From an optimization exercise on the open Yosys and OpenROAD flow, aimed at small area, a short achievable clock period and few clock cycles; shortcuts taken in it are not production practice. The RTL was checked by simulation tests, not by an equivalence proof against the original design.

==> design.v <==
module psl_ram #(
  parameter int unsigned Depth = 64,
  parameter int unsigned Width = 96,
  parameter int unsigned AddrW = (Depth > 1) ? $clog2(Depth) : 1
) (
  input  logic             clk_i,
  input  logic             we_i,
  input  logic [AddrW-1:0] waddr_i,
  input  logic [Width-1:0] wdata_i,
  input  logic             re_i,
  input  logic [AddrW-1:0] raddr_i,
  output logic [Width-1:0] rdata_o
);
  logic [Width-1:0] mem [Depth];
  logic [Width-1:0] rdata_q;
  always_ff @(posedge clk_i) begin
    if (we_i) begin
      mem[waddr_i] <= wdata_i;
    end
  end
  always_ff @(posedge clk_i) begin
    if (re_i) begin
      rdata_q <= mem[raddr_i];
    end
  end
  assign rdata_o = rdata_q;
endmodule
module positional_sequential_list (
  input  logic        clk_i,
  input  logic        rst_ni,
  input  logic        req_valid_i,
  output logic        req_ready_o,
  input  logic [1:0]  req_kind_i,
  input  logic [6:0]  req_position_i,
  input  logic [31:0] req_key_i,
  input  logic [63:0] req_payload_i,
  output logic        rsp_valid_o,
  input  logic        rsp_ready_i,
  output logic [1:0]  rsp_status_o,
  output logic [6:0]  rsp_found_position_o,
  output logic [31:0] rsp_record_key_o,
  output logic [63:0] rsp_record_payload_o,
  output logic [6:0]  rsp_count_o
);
  localparam int unsigned Capacity = 64;
  localparam int unsigned AddrW    = 6;
  localparam int unsigned CountW   = 7;
  localparam int unsigned PosW     = 7;
  localparam int unsigned CmpW     = 8;
  localparam int unsigned EntryW   = 96;
  localparam logic [1:0] KindGet    = 2'd0;
  localparam logic [1:0] KindInsert = 2'd1;
  localparam logic [1:0] KindDelete = 2'd2;
  localparam logic [1:0] KindSearch = 2'd3;
  localparam logic [1:0] StOk      = 2'd0;
  localparam logic [1:0] StRange   = 2'd1;
  localparam logic [1:0] StFull    = 2'd2;
  localparam logic [1:0] StMissing = 2'd3;
  localparam logic [2:0] SIdle     = 3'd0;
  localparam logic [2:0] SGetWait  = 3'd1;
  localparam logic [2:0] SInsShift = 3'd2;
  localparam logic [2:0] SInsPut   = 3'd3;
  localparam logic [2:0] SDelShift = 3'd4;
  localparam logic [2:0] SSearch   = 3'd5;
  localparam logic [2:0] SReply    = 3'd6;
  logic [2:0] state_q, state_d;
  logic [AddrW-1:0] addr_q, addr_d;
  logic [AddrW-1:0] lim_q, lim_d;
  logic [CountW-1:0] fill_q, fill_d;
  logic [1:0] status_q, status_d;
  logic [PosW-1:0] found_q, found_d;
  logic rec_ok_q, rec_ok_d;
  logic [31:0] key_q, key_d;
  logic [63:0] pay_q, pay_d;
  logic [1:0]  rsp_status_q, rsp_status_d;
  logic [6:0]  rsp_found_q, rsp_found_d;
  logic [31:0] rsp_key_q, rsp_key_d;
  logic [63:0] rsp_pay_q, rsp_pay_d;
  logic [6:0]  rsp_count_q, rsp_count_d;
  logic rsp_valid_q, rsp_valid_d;
  logic ram_we, ram_re;
  logic [AddrW-1:0] ram_waddr, ram_raddr;
  logic [EntryW-1:0] ram_wdata, ram_rdata;
  logic [31:0] rd_key;
  logic [63:0] rd_pay;
  logic [CmpW-1:0] pos_c, fill_c;
  logic [AddrW-1:0] pos_m1, fill_m1, addr_p1, addr_m1;
  logic [PosW-1:0] hit_pos;
  logic req_xfer, slot_free;
  psl_ram #(
    .Depth (Capacity),
    .Width (EntryW),
    .AddrW (AddrW)
  ) u_ram (
    .clk_i   (clk_i),
    .we_i    (ram_we),
    .waddr_i (ram_waddr),
    .wdata_i (ram_wdata),
    .re_i    (ram_re),
    .raddr_i (ram_raddr),
    .rdata_o (ram_rdata)
  );
  assign rd_key      = ram_rdata[95:64];
  assign rd_pay      = ram_rdata[63:0];
  assign req_ready_o = (state_q == SIdle);
  assign req_xfer    = req_valid_i && req_ready_o;
  assign slot_free   = !rsp_valid_q || rsp_ready_i;
  assign pos_c   = CmpW'(req_position_i);
  assign fill_c  = CmpW'(fill_q);
  assign pos_m1  = AddrW'(req_position_i - PosW'(1));
  assign fill_m1 = AddrW'(fill_q - CountW'(1));
  assign addr_p1 = addr_q + AddrW'(1);
  assign addr_m1 = addr_q - AddrW'(1);
  assign hit_pos = PosW'({1'b0, addr_q} + 7'd1);
  always_comb begin
    state_d      = state_q;
    addr_d       = addr_q;
    lim_d        = lim_q;
    fill_d       = fill_q;
    status_d     = status_q;
    found_d      = found_q;
    rec_ok_d     = rec_ok_q;
    key_d        = key_q;
    pay_d        = pay_q;
    rsp_status_d = rsp_status_q;
    rsp_found_d  = rsp_found_q;
    rsp_key_d    = rsp_key_q;
    rsp_pay_d    = rsp_pay_q;
    rsp_count_d  = rsp_count_q;
    rsp_valid_d  = rsp_valid_q;
    ram_we       = 1'b0;
    ram_re       = 1'b0;
    ram_waddr    = addr_p1;
    ram_raddr    = addr_q;
    ram_wdata    = ram_rdata;
    if (rsp_valid_q && rsp_ready_i) begin
      rsp_valid_d = 1'b0;
    end
    case (state_q)
      SIdle: begin
        if (req_xfer) begin
          key_d    = req_key_i;
          pay_d    = req_payload_i;
          status_d = StOk;
          found_d  = '0;
          rec_ok_d = 1'b0;
          lim_d    = pos_m1;
          state_d  = SReply;
          case (req_kind_i)
            KindGet: begin
              if (pos_c == '0 || pos_c > fill_c) begin
                status_d = StRange;
              end else begin
                ram_re    = 1'b1;
                ram_raddr = pos_m1;
                state_d   = SGetWait;
              end
            end
            KindInsert: begin
              if (pos_c == '0 || pos_c > fill_c + CmpW'(1)) begin
                status_d = StRange;
              end else if (fill_c >= CmpW'(Capacity)) begin
                status_d = StFull;
              end else if (pos_c == fill_c + CmpW'(1)) begin
                state_d = SInsPut;
              end else begin
                ram_re    = 1'b1;
                ram_raddr = fill_m1;
                addr_d    = fill_m1;
                state_d   = SInsShift;
              end
            end
            KindDelete: begin
              if (pos_c == '0 || pos_c > fill_c) begin
                status_d = StRange;
              end else if (pos_c == fill_c) begin
                fill_d = fill_q - CountW'(1);
              end else begin
                ram_re    = 1'b1;
                ram_raddr = AddrW'(req_position_i);
                addr_d    = AddrW'(req_position_i);
                state_d   = SDelShift;
              end
            end
            default: begin  
              if (fill_q == '0) begin
                status_d = StMissing;
              end else begin
                ram_re    = 1'b1;
                ram_raddr = '0;
                addr_d    = '0;
                state_d   = SSearch;
              end
            end
          endcase
        end
      end
      SGetWait: begin
        rec_ok_d = 1'b1;
        state_d  = SReply;
      end
      SInsShift: begin
        ram_we    = 1'b1;
        ram_waddr = addr_p1;
        ram_wdata = ram_rdata;
        if (addr_q == lim_q) begin
          state_d = SInsPut;
        end else begin
          ram_re    = 1'b1;
          ram_raddr = addr_m1;
          addr_d    = addr_m1;
        end
      end
      SInsPut: begin
        ram_we    = 1'b1;
        ram_waddr = lim_q;
        ram_wdata = {key_q, pay_q};
        fill_d    = fill_q + CountW'(1);
        state_d   = SReply;
      end
      SDelShift: begin
        ram_we    = 1'b1;
        ram_waddr = addr_m1;
        ram_wdata = ram_rdata;
        if (addr_q == fill_m1) begin
          fill_d  = fill_q - CountW'(1);
          state_d = SReply;
        end else begin
          ram_re    = 1'b1;
          ram_raddr = addr_p1;
          addr_d    = addr_p1;
        end
      end
      SSearch: begin
        if (rd_key == key_q) begin
          found_d = hit_pos;
          state_d = SReply;
        end else if (addr_q == fill_m1) begin
          status_d = StMissing;
          state_d  = SReply;
        end else begin
          ram_re    = 1'b1;
          ram_raddr = addr_p1;
          addr_d    = addr_p1;
        end
      end
      SReply: begin
        if (slot_free) begin
          rsp_status_d = status_q;
          rsp_found_d  = found_q;
          rsp_key_d    = rec_ok_q ? rd_key : '0;
          rsp_pay_d    = rec_ok_q ? rd_pay : '0;
          rsp_count_d  = PosW'(fill_q);
          rsp_valid_d  = 1'b1;
          state_d      = SIdle;
        end
      end
      default: state_d = SIdle;
    endcase
  end
  always_ff @(posedge clk_i or negedge rst_ni) begin
    if (!rst_ni) begin
      state_q     <= SIdle;
      fill_q      <= '0;
      rsp_valid_q <= 1'b0;
    end else begin
      state_q     <= state_d;
      fill_q      <= fill_d;
      rsp_valid_q <= rsp_valid_d;
    end
  end
  always_ff @(posedge clk_i) begin
    addr_q       <= addr_d;
    lim_q        <= lim_d;
    status_q     <= status_d;
    found_q      <= found_d;
    rec_ok_q     <= rec_ok_d;
    key_q        <= key_d;
    pay_q        <= pay_d;
    rsp_status_q <= rsp_status_d;
    rsp_found_q  <= rsp_found_d;
    rsp_key_q    <= rsp_key_d;
    rsp_pay_q    <= rsp_pay_d;
    rsp_count_q  <= rsp_count_d;
  end
  assign rsp_valid_o          = rsp_valid_q;
  assign rsp_status_o         = rsp_status_q;
  assign rsp_found_position_o = rsp_found_q;
  assign rsp_record_key_o     = rsp_key_q;
  assign rsp_record_payload_o = rsp_pay_q;
  assign rsp_count_o          = rsp_count_q;
endmodule
==> run.sh <==
#!/bin/bash
# synth_recipe.tcl (not shown) runs the flow's synth.tcl, then flattens the netlist and writes it again
# the make line also repeats each setting of config.mk as NAME=value (left out here)
make -C /OpenROAD-flow-scripts/flow DESIGN_CONFIG=/design/flow/config.mk WORK_HOME=/design/flow/orfs CLKGATE_MAP_FILE= SYNTH_SCRIPT=/design/flow/synth_recipe.tcl finish
==> config.mk <==
export PLATFORM = sky130hd
export DESIGN_NAME = positional_sequential_list
export DESIGN_NICKNAME = positional_sequential_list
export VERILOG_FILES = /design/flow/design.v
export SDC_FILE = /design/flow/constraint.sdc
export NUM_CORES = 8
export LEC_CHECK = 0
export CAP_MARGIN = 20
export CORE_MARGIN = 2
export CORE_UTILIZATION = 45
export SLEW_MARGIN = 20
export SYNTH_MEMORY_MAX_BITS = 8192
==> constraint.sdc <==
create_clock -name core_clock -period 10.0 [get_ports {clk_i}]
set_input_delay 2.0000 -clock core_clock [delete_from_list [all_inputs] [get_ports {clk_i}]]
set_output_delay 2.0000 -clock core_clock [all_outputs]
set_load 0.01 [all_outputs]
==> run notes <==
-- logic make-up after synthesis --
kind of cell	after synthesis	share of synthesized area [%]
DFF	6481	76.2
adders and majority gates	24	0.118
muxes	352	1.38
and+or+nand+nor	9303	15.8
AOI/OAI and AO/OA	1560	4.20
xor gates and xnor gates	71	0.249
buffers and inverters	1253	2.07
-- state kept, by name (all words and copies together), names as in the netlist --
signal,flops
addr_q,6
fill_q,7
found_q,7
key_q,32
lim_q,6
pay_q,64
rec_ok_q,1
rsp_count_q,7
rsp_found_q,7
rsp_key_q,32
rsp_pay_q,64
rsp_status_q,2
rsp_valid_q,1
state_q,3
status_q,2
u_ram.mem,6144
u_ram.rdata_q,96
-- cell usage in the layout (no fill, tap or decap), types with 21 or more instances in the layout --
cell type        synthesis  final
o211ai_1                22     22
nor2_1                 144     65
and3_1                 395    395
clkdlybuf4s50_1          0    222
nand2_1               5690   5656
and2_1                 100     99
buf_12                   0    160
bufinv_16                0     22
clkbuf_16                0    669
xnor2_1                 33     33
a211oi_1               147    147
clkinv_2                 0     81
clkinv_1                 3    160
ha_1                    24     24
nand3_1               2706   2702
o22ai_1                 63     63
or3_1                   21     21
a32oi_1                142    142
a31oi_1                501    501
inv_1                   22     21
o21ai_0                 97     96
a311oi_1               132    131
clkbuf_1               614    190
a21oi_1                255    254
nand2_4                  0     22
nor2_4                   0     76
or4_1                   57     56
nor3_1                  66     64
buf_4                    4    407
xor2_1                  37     34
clkinv_16                0     23
nand4_1                 43     43
mux2i_1                350    350
edfxtp_1              6470   6470
nor4_1                  47     46
-- synth_stat cells, types with 12 or more instances --
library cell,n
a31oi_1,501
buf_6,13
nor2_1,144
a21oi_1,255
a22oi_1,17
or3_1,21
o31ai_1,12
a211oi_1,147
o211ai_1,22
a211o_1,14
nand4_1,43
nand2_1,5690
a311oi_1,132
nor3_1,66
xor2_1,37
a2111oi_0,13
inv_1,22
buf_2,368
nand3_1,2706
mux2i_1,350
a221oi_1,13
nor4_1,47
edfxtp_1,6470
ha_1,24
clkbuf_1,614
o21ai_0,97
a32oi_1,142
or4_1,57
xnor2_1,33
and3_1,395
and2_1,100
o21ai_1,14
buf_1,229
o22ai_1,63
o221ai_1,16
-- through the flow --
step / hold slack [ps] / utilization [%] / cell area (um^2) / worst slack (ps) / std cells
after floorplan: 400 / - / 255000 / 445 / 19044
after global placement: 406 / 47.6 / 269000 / 1590 / 26104
after detailed placement: 407 / 47.6 / 269000 / 1580 / 26112
after CTS: 420 / 51.2 / 289000 / 2770 / 27303
after global routing: 424 / 51.2 / 289000 / 2510 / 27306
final: 415 / 51.2 / 290000 / 2530 / 27325
-- path summary, 6_finish.rpt --
path | to | cells after the start | slack, ps | start
min in group asynchronous | fill_q[2] | 1 | 1290 | rst_ni
min reg2reg | rsp_status_q[1] | 0 | 420 | status_q[1]
max reg2reg | u_ram.rdata_q[0] | 13 | 2620 | key_q[8]
min | rsp_status_q[1] | 0 | 420 | status_q[1]
max in group asynchronous | state_q[0] | 1 | 8310 | rst_ni
max | u_ram.rdata_q[22] | 17 | 2530 | req_position_i[5]
-- per-layer routing --
| metal | GRT usage (%) | routed length, um |
|---|---|---|
| met2 | 45.7 | 396000 |
| met4 | 10.6 | 35200 |
| met1 | 42.9 | 343000 |
| met3 | 6.59 | 114000 |
| met5 | 0 | 56 |
-- cell type report --
class | count | area, um^2 | share of cell area, %
Antenna cell | 20 | 50.0 | 0.0173
Clock buffer | 859 | 17500 | 6.03
Clock inverter | 332 | 3000 | 1.04
Inverter | 25 | 101 | 0.0350
Multi-Input combinational cell | 11310 | 56400 | 19.5
Sequential cell | 6481 | 195000 | 67.2
Tap cell | 7506 | 9390 | 3.24
Timing Repair Buffer | 792 | 8560 | 2.96
-- worst max-delay path: stages --
cell and delay, ps:
clkdlybuf4s50_1 560, ha_1 380, nand4_1 160, or3_1 440, o21a_1 180, o21ai_0 540
a21boi_0 180, o32ai_1 680, buf_4 300, and2_4 550, buf_4 470, nor2_4 110
buf_12 310, and3_1 290, a31oi_1 230, a31oi_1 250, or4_1 510
==> run notes <==
routed vias 170566; clk latency of the worst-skew pair 1160 ps; routed vias/inst 6.24; Final Cycle Share 74.7%; gpl congestion 0.851; DR iter-0 viols 30053; CTS H-tree lvls 6; FP Rows 276; Worst Hold Class flip-flop to flip-flop; total wire length 888 mm; Clock Tree Buf Depth 4; DRC 0; Sink Count 6481; port bufs 222; nets 19407; Die W 757 um; Slew Limit Fails 0; clk slew on worst S/H paths 60 ps; Post-DP HPWL 444 mm; total grt overflow 0; register bit total from synthesis 6481; pin count of the biggest net entering global routing 213; CTS Buf Count 664; crit path time final 7470 ps; Yosys cell types 83; fmax 134 MHz; Root Buffer clkbuf_16; share of post-route cells with drive strength above 1 7.97%; top_reg_cell synth edfxtp_1; FILL cells 47301; element type at the critical path end flip-flop; MaxCap Viol Count 0; starting density of the core 45.2%; post-synthesis instance total 19044; number of synthesized flops with an enable pin 6470; largest cells by area after synthesis edfxtp_1, nand2_1, nand3_1, mux2i_1, a31oi_1; Total GRT Usage 30.1%; Core Box Area 565000 um^2; vias in the first global route 155460; Sum Neg Setup Slack 0 ps; Wirelength per Cell 32.5 um; Post-DRT Antenna Nets 0; Mapped Area 255000 um^2; post-synth top area cell edfxtp_1; Hold Fails Final Rpt 0; crit-path max FO 98; endpoints failing setup 0; RSZ-0062 raised after global routing no; syn_nets 19177; Worst Tran Pin Value 1420 ps; setup bufs post-CTS 0; iteration count of the initial detailed-routing pass 8; first-pass GRT wire length 1220 mm; outcome finished clean; syn avg cell area 13.4 um^2; CP required 10910 ps; kind of critical path input port to flip-flop; initial antenna violation count 31; # hold bufs at CTS 0; Setup Skew 101 ps; Slew HR 5.44%; Worst setup SP type input port; sequential area share after synthesis 76.2%; Boundary Pins 223; CTS tree built; area grow syn2layout 13.4%; die area 573000 um^2; synth warn 2; post_cts resized 0; Crit path arrival time 8380 ps; asr flop ratio synth 0.170%; share of the synthesized area in the top cell type 76.1%; die height 757 um
Testbench counts, summed over its fixed seeds: cycles 239,412.

[re-timing with driven ports]
In the flow no input, the clock included, has a driving cell. The finished layout below was timed again as built, in two steps.
Step 1: set_driving_cell puts a clkbuf_16 on clk_i and a buf_2 on each other input, an assumption about the parent block.
Step 2 moves the port delays by t, midway between the first and last clock arrival at a register: inputs arrive t later, outputs are due t later. That takes back most of the time a late clock gives input paths.
a / b / c = ideal ports / drivers / drivers and shift; a / b = the first two.
shift t [ns]: 1.242
setup slack, ns: 2.529 / 2.622 / 1.396
worst slew at a driven data input, ns: 0.08
After both steps this run still meets setup and hold. The setup slack of this run moves by +0.093 ns with the drivers and by -1.133 ns with both steps.
